Source: an optimization exercise on an open RTL-to-GDS flow (aim: small area). Production flows keep margins and buffers that such runs may drop.
Only simulation tests tie the RTL to the original design; equivalence was not proved.
Power is estimated from default activity; no workload was simulated.

==> inputs of run X <==
==> flow/design.v <==
module transpose_skew_buffer #(
    parameter int DIM  = 8,
    parameter int BITS = 8,
    parameter int SKEW = 1
) (
    input  logic                     clk,
    input  logic                     rst_n,
    input  logic                     clr,
    input  logic                     wr_valid,
    output logic                     wr_ready,
    input  logic [DIM-1:0][BITS-1:0] wr_data,
    input  logic                     mode,
    input  logic                     en,
    output logic [DIM-1:0][BITS-1:0] Aout,
    output logic                     out_valid,
    output logic                     tile_done,
    output logic                     busy
);
    localparam int LAST = 2*DIM-2;         
    localparam int JW   = DIM;             
    localparam int IW   = (DIM > 1) ? $clog2(DIM) : 1;
    logic [BITS-1:0]          wbuf [DIM][DIM];
    logic [BITS-1:0]          dbuf [DIM][DIM];
    logic [BITS-1:0]          last_reg;
    logic                     mode_reg;
    logic [1:0]               full_reg;
    logic                     wr_bank_reg;
    logic                     rd_bank_reg;
    logic [IW-1:0]            wr_idx_reg;
    logic [JW-1:0]            step0_reg;    
    logic [JW-1:0]            step1_reg;    
    logic [JW-1:0]            step_cur;
    logic                     busy_reg;
    logic                     shown_reg;    
    logic                     out_valid_reg;
    logic                     tile_done_reg;
    function automatic logic jis(input logic [JW-1:0] j, input int s);
        if (s == 0)       jis = !j[JW-1] && !j[0];
        else if (s < JW)  jis =  j[s-1] && !j[s];
        else if (s == JW) jis =  j[JW-1] && j[0];
        else              jis = !j[s-JW-1] && j[s-JW];
    endfunction
    logic                     wr_take;
    logic                     wr_fire;
    logic                     drain_fire;
    logic                     last_step;
    logic                     start_idle;
    logic                     start_next;
    logic                     load;
    logic [1:0]               full_set;
    logic [1:0]               full_clr;
    assign wr_take    = wr_valid && !full_reg[wr_bank_reg];
    assign wr_fire    = wr_take && !clr;
    assign drain_fire = busy_reg && en;
    assign step_cur   = step0_reg | step1_reg;
    assign last_step  = jis(step_cur, LAST);
    assign start_idle = !busy_reg && full_reg[rd_bank_reg];
    assign start_next = drain_fire && last_step && full_reg[~rd_bank_reg];
    assign load       = start_idle || start_next;
    assign full_set   = (wr_fire && wr_idx_reg == IW'(DIM-1)) ? (2'b01 << wr_bank_reg) : 2'b00;
    assign full_clr   = (drain_fire && last_step) ? (2'b01 << rd_bank_reg) : 2'b00;
    always_ff @(posedge clk) begin
        for (int r = 0; r < DIM; r++)
            if (wr_take && wr_idx_reg == IW'(r))
                for (int c = 0; c < DIM; c++)
                    wbuf[r][c] <= wr_data[DIM-1-c];
    end
    always_ff @(posedge clk) begin
        if (load) begin
            mode_reg <= mode;
            for (int r = 0; r < DIM; r++)
                for (int c = 0; c < DIM; c++)
                    dbuf[r][c] <= wbuf[r][c];
        end
    end
    always_ff @(posedge clk) begin
        if (drain_fire && last_step)
            last_reg <= dbuf[DIM-1][DIM-1];
    end
    always_ff @(posedge clk or negedge rst_n) begin
        if (!rst_n) begin
            full_reg      <= '0;
            wr_bank_reg   <= 1'b0;
            rd_bank_reg   <= 1'b0;
            wr_idx_reg    <= '0;
            step0_reg     <= '0;
            step1_reg     <= '0;
            busy_reg      <= 1'b0;
            shown_reg     <= 1'b0;
            out_valid_reg <= 1'b0;
            tile_done_reg <= 1'b0;
        end else if (clr) begin
            full_reg      <= '0;
            wr_bank_reg   <= 1'b0;
            rd_bank_reg   <= 1'b0;
            wr_idx_reg    <= '0;
            step0_reg     <= '0;
            step1_reg     <= '0;
            busy_reg      <= 1'b0;
            shown_reg     <= 1'b0;
            out_valid_reg <= 1'b0;
            tile_done_reg <= 1'b0;
        end else begin
            full_reg <= (full_reg & ~full_clr) | full_set;
            if (wr_fire) begin
                wr_idx_reg <= wr_idx_reg + 1'b1;
                if (wr_idx_reg == IW'(DIM-1))
                    wr_bank_reg <= ~wr_bank_reg;
            end
            out_valid_reg <= drain_fire;
            tile_done_reg <= drain_fire && last_step;
            if (start_idle) begin
                busy_reg <= 1'b1;
            end else if (drain_fire) begin
                if (last_step) begin
                    shown_reg   <= 1'b1;
                    rd_bank_reg <= ~rd_bank_reg;
                    step0_reg   <= '0;
                    step1_reg   <= '0;
                    if (!full_reg[~rd_bank_reg])
                        busy_reg <= 1'b0;
                end else begin
                    if (mode_reg)
                        step1_reg <= {step1_reg[JW-2:0], ~step1_reg[JW-1]};
                    else
                        step0_reg <= {step0_reg[JW-2:0], ~step0_reg[JW-1]};
                end
            end
        end
    end
    logic            mid;
    logic [LAST:0]   sel_row;    
    logic [LAST:0]   sel_col;    
    assign mid = step_cur[0] || step_cur[JW-1];
    always_comb begin
        for (int t = 0; t <= LAST; t++) begin
            sel_row[t] = jis(step0_reg, t + 1);
            sel_col[t] = jis(step1_reg, t + 1);
        end
    end
    for (genvar gi = 0; gi < DIM; gi++) begin : g_lane
        logic [BITS-1:0] elem;
        always_comb begin
            elem = '0;
            for (int k = 0; k < DIM; k++) begin
                if (gi + k <= LAST - 1) begin
                    elem = elem | ({BITS{sel_row[gi + k]}} & dbuf[gi][k])
                                | ({BITS{sel_col[gi + k]}} & dbuf[k][gi]);
                end
            end
            if (gi == DIM-1)
                elem = elem | ({BITS{shown_reg && !mid}} & last_reg);
        end
        assign Aout[gi] = elem;
    end
    assign wr_ready  = !full_reg[wr_bank_reg];
    assign out_valid = out_valid_reg;
    assign tile_done = tile_done_reg;
    assign busy      = busy_reg;
endmodule
==> flow/run.sh <==
#!/bin/bash
# synth_recipe.tcl (not shown) runs the flow's synth.tcl, then flattens the netlist and writes it again
# the make line also repeats each setting of config.mk as NAME=value (left out here)
make -C /OpenROAD-flow-scripts/flow DESIGN_CONFIG=/design/flow/config.mk WORK_HOME=/design/flow/orfs CLKGATE_MAP_FILE= SYNTH_SCRIPT=/design/flow/synth_recipe.tcl finish
==> flow/config.mk <==
export PLATFORM = sky130hd
export DESIGN_NAME = transpose_skew_buffer
export DESIGN_NICKNAME = transpose_skew_buffer
export VERILOG_FILES = /design/flow/design.v
export SDC_FILE = /design/flow/constraint.sdc
export NUM_CORES = 4
export LEC_CHECK = 0
export CAP_MARGIN = 20
export CORE_MARGIN = 2
export CORE_UTILIZATION = 65
export CTS_BUF_LIST = sky130_fd_sc_hd__clkbuf_16
export CTS_CLUSTER_DIAMETER = 60
export CTS_CLUSTER_SIZE = 22
export SETUP_SLACK_MARGIN = 0.1
export SLEW_MARGIN = 20
==> flow/constraint.sdc <==
create_clock -name core_clock -period 5.0 [get_ports {clk}]
set_input_delay 1.0000 -clock core_clock [delete_from_list [all_inputs] [get_ports {clk}]]
set_output_delay 1.0000 -clock core_clock [all_outputs]
set_load 0.01 [all_outputs]
==> run A (differences from run X) <==
==> flow/flow/run.sh (new file) <==
#!/bin/bash
# The standard layout (standard.sh) with two changes:
#  - synthesis maps the combinational logic with an area-oriented abc script
#    (flow/synth.tcl wraps synth_recipe.tcl, which is otherwise unchanged);
#  - the port buffers that global placement inserts are made from the smallest buffer
#    instead of the flow's default choice. Every input and output port still gets one.
# Each step's full output is in orfs/logs/ as usual; make's output is in *_flow.log.
set -euo pipefail
cd "$(dirname "$0")/.."
here=$(pwd)
sed -e "s#SYNTH_SCRIPT=[^ ]*#SYNTH_SCRIPT=$here/flow/synth.tcl#" standard.sh > own_synth.sh
bash own_synth.sh synth > synth_flow.log 2>&1
export BUFFER_PORTS_ARGS="-buffer_cell sky130_fd_sc_hd__buf_1"
bash standard.sh > standard_flow.log 2>&1
==> flow/flow/area.abc (new file) <==
&get -n
&st
&syn2
&dch
&nf -a -R 1000
&put
==> flow/flow/synth.tcl (new file) <==
# The standard flow's synthesis script (synth_recipe.tcl, unchanged), with Yosys's abc pass given an
# area-oriented mapping script (flow/area.abc) in place of ORFS's speed script. Only the
# combinational logic between the registers is mapped by abc; the registers, their names
# and cell types come from the steps before it, as in the standard synthesis.
set ::own_abc_script [file join [file dirname [info script]] area.abc]
proc abc {args} {
  set i [lsearch -exact $args -script]
  if { $i >= 0 } {
    lset args [expr {$i + 1}] $::own_abc_script
  }
  yosys abc {*}$args
}
source [file join [file dirname [file dirname [info script]]] synth_recipe.tcl]
==> flow/standard.sh (new file) <==
#!/bin/bash
# synth_recipe.tcl (not shown) runs the flow's synth.tcl, then flattens the netlist and writes it again
# the make line also repeats each setting of config.mk as NAME=value (left out here)
make -C /OpenROAD-flow-scripts/flow DESIGN_CONFIG=/design/flow/config.mk WORK_HOME=/design/flow/orfs CLKGATE_MAP_FILE= SYNTH_SCRIPT=/design/flow/synth_recipe.tcl "${@:-finish}"
Settings changed: CORE_UTILIZATION 65 to 80.
removed: flow/run.sh
==> run_results.csv <==
group,metric,value,unit
routing,route.met2.wl,49.0,mm
power,switchingPower,2.96,mW
layout,nMultiInputCombCells,745,
grt,met2_usage,0.543,
routing,num_vias,21823,
die,die_h,246,um
grt,grt_start_max_net_pins,130,
grt,grt_pass1_vias,21075,
run_status,status,"timing/DRC/antenna clean",
the above is filed under run X

==> run_results.csv <==
group,metric,value,unit
run_status,status,"timing/DRC/antenna clean",
grt,grt_pass1_vias,21727,
die,die_h,219,um
layout,nMultiInputCombCells,685,
grt,grt_start_max_net_pins,133,
the above is filed under run A


---

==> job 411: inputs <==
RTL: the design.v shown in full above, as it stands there.
export LEC_CHECK = 0
export CAP_MARGIN = 5
export CORE_MARGIN = 2
export CORE_UTILIZATION = 65
export CTS_BUF_LIST = sky130_fd_sc_hd__clkbuf_16
export CTS_CLUSTER_DIAMETER = 60
export CTS_CLUSTER_SIZE = 22
export SETUP_SLACK_MARGIN = 0.1
export SLEW_MARGIN = 5
create_clock -name core_clock -period 5.0 [get_ports {clk}]
standard.sh (not shown) runs the stock make flow with config.mk's settings and CLKGATE_MAP_FILE= SYNTH_SCRIPT=/design/flow/synth_recipe.tcl, a recipe that flattens the netlist after the stock synthesis.
==> flow/flow/run.sh <==
#!/bin/bash
# The standard layout (standard.sh) with two changes:
#  - synthesis maps the combinational logic with an area-oriented abc script
#    (flow/synth.tcl wraps synth_recipe.tcl, which is otherwise unchanged);
#  - the port buffers that global placement inserts are made from the smallest buffer
#    instead of the flow's default choice. Every input and output port still gets one.
# Each step's full output is in orfs/logs/ as usual; make's output is in *_flow.log.
set -euo pipefail
cd "$(dirname "$0")/.."
here=$(pwd)
sed -e "s#SYNTH_SCRIPT=[^ ]*#SYNTH_SCRIPT=$here/flow/synth.tcl#" standard.sh > own_synth.sh
bash own_synth.sh synth > synth_flow.log 2>&1
export BUFFER_PORTS_ARGS="-buffer_cell sky130_fd_sc_hd__buf_1"
bash standard.sh > standard_flow.log 2>&1
==> flow/flow/area.abc <==
&get -n
&st
&syn2
&dch
&nf -a -R 1000
&put
==> flow/flow/synth.tcl <==
# The standard flow's synthesis script (synth_recipe.tcl, unchanged), with Yosys's abc pass given an
# area-oriented mapping script (flow/area.abc) in place of ORFS's speed script. Only the
# combinational logic between the registers is mapped by abc; the registers, their names
# and cell types come from the steps before it, as in the standard synthesis.
set ::own_abc_script [file join [file dirname [info script]] area.abc]
proc abc {args} {
  set i [lsearch -exact $args -script]
  if { $i >= 0 } {
    lset args [expr {$i + 1}] $::own_abc_script
  }
  yosys abc {*}$args
}
source [file join [file dirname [file dirname [info script]]] synth_recipe.tcl]
==> job 1519 (differences from job 411) <==
==> flow/flow/run.sh (replaced) <==
#!/bin/bash
# The standard layout (standard.sh), with the port buffers that global placement inserts
# made from the smallest buffer instead of the flow's default choice. Every input and
# output port still gets its own buffer.
set -euo pipefail
cd "$(dirname "$0")/.."
export BUFFER_PORTS_ARGS="-buffer_cell sky130_fd_sc_hd__buf_1"
bash standard.sh > standard_flow.log 2>&1
- CAP_MARGIN: 5 -> 20
- SLEW_MARGIN: 5 -> 20
removed: flow/flow/area.abc
removed: flow/flow/synth.tcl
==> job 4444 (differences from job 411) <==
--- a/flow/design.v
+++ b/flow/design.v
@@ -29,5 +29,3 @@
     logic [IW-1:0]            wr_idx_reg;
-    logic [JW-1:0]            step0_reg;    
-    logic [JW-1:0]            step1_reg;    
-    logic [JW-1:0]            step_cur;
+    logic [JW-1:0]            step_reg;
     logic                     busy_reg;
@@ -54,4 +52,3 @@
     assign drain_fire = busy_reg && en;
-    assign step_cur   = step0_reg | step1_reg;
-    assign last_step  = jis(step_cur, LAST);
+    assign last_step  = jis(step_reg, LAST);
     assign start_idle = !busy_reg && full_reg[rd_bank_reg];
@@ -62,6 +59,9 @@
     always_ff @(posedge clk) begin
-        for (int r = 0; r < DIM; r++)
-            if (wr_take && wr_idx_reg == IW'(r))
+        if (wr_take) begin
+            for (int c = 0; c < DIM; c++)
+                wbuf[0][c] <= wr_data[DIM-1-c];
+            for (int r = 1; r < DIM; r++)
                 for (int c = 0; c < DIM; c++)
-                    wbuf[r][c] <= wr_data[DIM-1-c];
+                    wbuf[r][c] <= wbuf[r-1][c];
+        end
     end
@@ -72,3 +72,3 @@
                 for (int c = 0; c < DIM; c++)
-                    dbuf[r][c] <= wbuf[r][c];
+                    dbuf[r][c] <= wbuf[DIM-1-r][c];
         end
@@ -85,4 +85,3 @@
             wr_idx_reg    <= '0;
-            step0_reg     <= '0;
-            step1_reg     <= '0;
+            step_reg      <= '0;
             busy_reg      <= 1'b0;
@@ -96,4 +95,3 @@
             wr_idx_reg    <= '0;
-            step0_reg     <= '0;
-            step1_reg     <= '0;
+            step_reg      <= '0;
             busy_reg      <= 1'b0;
@@ -117,4 +115,3 @@
                     rd_bank_reg <= ~rd_bank_reg;
-                    step0_reg   <= '0;
-                    step1_reg   <= '0;
+                    step_reg    <= '0;
                     if (!full_reg[~rd_bank_reg])
@@ -122,6 +119,3 @@
                 end else begin
-                    if (mode_reg)
-                        step1_reg <= {step1_reg[JW-2:0], ~step1_reg[JW-1]};
-                    else
-                        step0_reg <= {step0_reg[JW-2:0], ~step0_reg[JW-1]};
+                    step_reg <= {step_reg[JW-2:0], ~step_reg[JW-1]};
                 end
@@ -133,23 +127,36 @@
     logic [LAST:0]   sel_col;    
-    assign mid = step_cur[0] || step_cur[JW-1];
+    assign mid = step_reg[0] || step_reg[JW-1];
     always_comb begin
         for (int t = 0; t <= LAST; t++) begin
-            sel_row[t] = jis(step0_reg, t + 1);
-            sel_col[t] = jis(step1_reg, t + 1);
+            sel_row[t] = jis(step_reg, t + 1) && !mode_reg;
+            sel_col[t] = jis(step_reg, t + 1) &&  mode_reg;
         end
     end
+    localparam int NSEL = 2*DIM - 1;
     for (genvar gi = 0; gi < DIM; gi++) begin : g_lane
-        logic [BITS-1:0] elem;
+        logic [NSEL-1:0]           csel;
+        logic [NSEL*BITS-1:0]      cdat;    
         always_comb begin
-            elem = '0;
+            int j;
+            csel = '0;
+            cdat = '0;
+            j = 0;
             for (int k = 0; k < DIM; k++) begin
                 if (gi + k <= LAST - 1) begin
-                    elem = elem | ({BITS{sel_row[gi + k]}} & dbuf[gi][k])
-                                | ({BITS{sel_col[gi + k]}} & dbuf[k][gi]);
+                    csel[j] = (k == gi) ? jis(step_reg, gi + k + 1) : sel_row[gi + k];
+                    cdat[j*BITS +: BITS] = dbuf[gi][k];
+                    j = j + 1;
+                    if (k != gi) begin
+                        csel[j] = sel_col[gi + k];
+                        cdat[j*BITS +: BITS] = dbuf[k][gi];
+                        j = j + 1;
+                    end
                 end
             end
-            if (gi == DIM-1)
-                elem = elem | ({BITS{shown_reg && !mid}} & last_reg);
+            if (gi == DIM-1) begin
+                csel[j] = shown_reg && !mid;
+                cdat[j*BITS +: BITS] = last_reg;
+            end
         end
-        assign Aout[gi] = elem;
+        tsb_onehot_mux #(.N(NSEL), .W(BITS)) u_mux (.sel(csel), .dat(cdat), .y(Aout[gi]));
     end
@@ -160 +167,15 @@
 endmodule
+module tsb_onehot_mux #(
+    parameter int N = 15,
+    parameter int W = 8
+) (
+    input  logic [N-1:0]        sel,
+    input  logic [N*W-1:0]      dat,      
+    output logic [W-1:0]        y
+);
+    always_comb begin
+        y = '0;
+        for (int j = 0; j < N; j++)
+            y = y | ({W{sel[j]}} & dat[j*W +: W]);
+    end
+endmodule
==> flow/flow/run.sh (replaced) <==
#!/bin/bash
# The standard layout (standard.sh) with these changes:
#  - the lane selector module tsb_onehot_mux is synthesized from its gate-level version
#    flow/onehot_mux_cells.v (same function as the RTL's behavioural module);
#  - synthesis maps the rest of the combinational logic with an area-oriented abc script
#    (flow/synth.tcl wraps synth_recipe.tcl, which is otherwise unchanged);
#  - the port buffers that global placement inserts are made from the smallest buffer
#    instead of the flow's default choice. Every input and output port still gets one;
set -euo pipefail
cd "$(dirname "$0")/.."
here=$(pwd)
grep -q '^module tsb_onehot_mux' design.v
awk '/^module tsb_onehot_mux/{skip=1} !skip{print} skip&&/^endmodule/{skip=0}' design.v > design_own.v
cat flow/onehot_mux_cells.v >> design_own.v
sed -e "s#SYNTH_SCRIPT=[^ ]*#SYNTH_SCRIPT=$here/flow/synth.tcl VERILOG_FILES=$here/design_own.v#" standard.sh > own_synth.sh
bash own_synth.sh synth > synth_flow.log 2>&1
export BUFFER_PORTS_ARGS="-buffer_cell sky130_fd_sc_hd__buf_1"
export CTS_ARGS="-sink_clustering_enable -repair_clock_nets -sink_clustering_size 22 -sink_clustering_max_diameter 60 -buf_list sky130_fd_sc_hd__clkbuf_16 -dont_use_dummy_load"
bash standard.sh > standard_flow.log 2>&1
==> flow/flow/onehot_mux_cells.v (new file) <==
// Gate-level version of tsb_onehot_mux (the one-hot AND-OR lane selector) for 15
// candidates, used by flow/run.sh in place of the RTL's behavioural module: per output
// bit, five a222oi cells each AND-OR three candidates, and an and3 + nand3 OR the five
// inverted results. Same function as the RTL module.
module tsb_onehot_mux #(
    parameter int N = 15,
    parameter int W = 8
) (
    input  wire [N-1:0]   sel,
    input  wire [N*W-1:0] dat,
    output wire [W-1:0]   y
);
    for (genvar b = 0; b < W; b++) begin : g_bit
        wire [4:0] n;
        wire       m;
        for (genvar g = 0; g < 5; g++) begin : g_grp
            sky130_fd_sc_hd__a222oi_1 u_aoi (
                .A1(sel[3*g]),   .A2(dat[(3*g)*W + b]),
                .B1(sel[3*g+1]), .B2(dat[(3*g+1)*W + b]),
                .C1(sel[3*g+2]), .C2(dat[(3*g+2)*W + b]),
                .Y(n[g]));
        end
        sky130_fd_sc_hd__and3_1  u_and  (.A(n[0]), .B(n[1]), .C(n[2]), .X(m));
        sky130_fd_sc_hd__nand3_1 u_nand (.A(m), .B(n[3]), .C(n[4]), .Y(y[b]));
    end
endmodule
- CAP_MARGIN: 5 -> 20
- CORE_UTILIZATION: 65 -> 75
- SETUP_SLACK_MARGIN: 0.1 -> 0.3
- SLEW_MARGIN: 5 -> 20
==> out/metrics.csv <==
metric;value;unit
dr_wl_met3;12.1;mm
synth_simple_gate_area_frac;0.0369;
cts-resized-gates;0;
p_int;12.2;mW
p_sw_frac;0.205;
start_util;0.655;
status;timing/DRC/antenna clean;
The numbers above come from job 411.

==> out/metrics.csv <==
metric;value;unit
status;timing/DRC/antenna clean;
start_util;0.658;
dr_wl_met3;16.5;mm
cts-resized-gates;0;
p_sw_frac;0.196;
synth_simple_gate_area_frac;0.0319;
The numbers above come from job 1519.

==> out/metrics.csv <==
metric;value;unit
dr_wl_met3;11.9;mm
rr_endpoint;dbuf[17][3];
use_met1;0.491;
start_util;0.756;
p_int;11.9;mW
netlist_area;36000;um^2
synth_simple_gate_area_frac;0.0294;
crit_family;simple AND/OR/NAND/NOR gates;
drv_slew;0;
cts-resized-gates;1;
die_x;223;um
status;timing/DRC/antenna clean;
The numbers above come from job 4444.

[re-timing with driven ports]
No port has a modelled driver above. Below, the same layouts with a new extraction and two added sets of constraints. Step 1: set_driving_cell puts a clkbuf_16 on clk and a buf_2 on each other input, an assumption about the parent block. Step 2, shift: input delay + t, output delay - t, t = (earliest + latest rising clock arrival at the registers) / 2. This alone moves slack from input paths to output paths. Slacks: ideal / step 1 / step 2; pairs: ideal / step 1.
run | t (ns) | setup WS [ns] | worst setup path at the end | slew at the worst register clock pin (ns) | cell pins on the clock port's net
run X | 0.714 | 0.264 / 0.200 / 0.914 | register to output | 0.09 / 0.09 | 1
run A | 0.698 | 0.608 / 0.544 / 1.243 | register to output | 0.10 / 0.10 | 1
job 411 | 0.714 | 0.672 / 0.607 / 1.322 | register to output | 0.09 / 0.09 | 1
job 1519 | 0.720 | 0.427 / 0.359 / 1.079 | register to output | 0.09 / 0.09 | 1
job 4444 | 0.675 | 0.361 / 0.300 / 0.975 | register to output | 0.09 / 0.09 | 1
After both steps setup and hold are still met in every run listed.
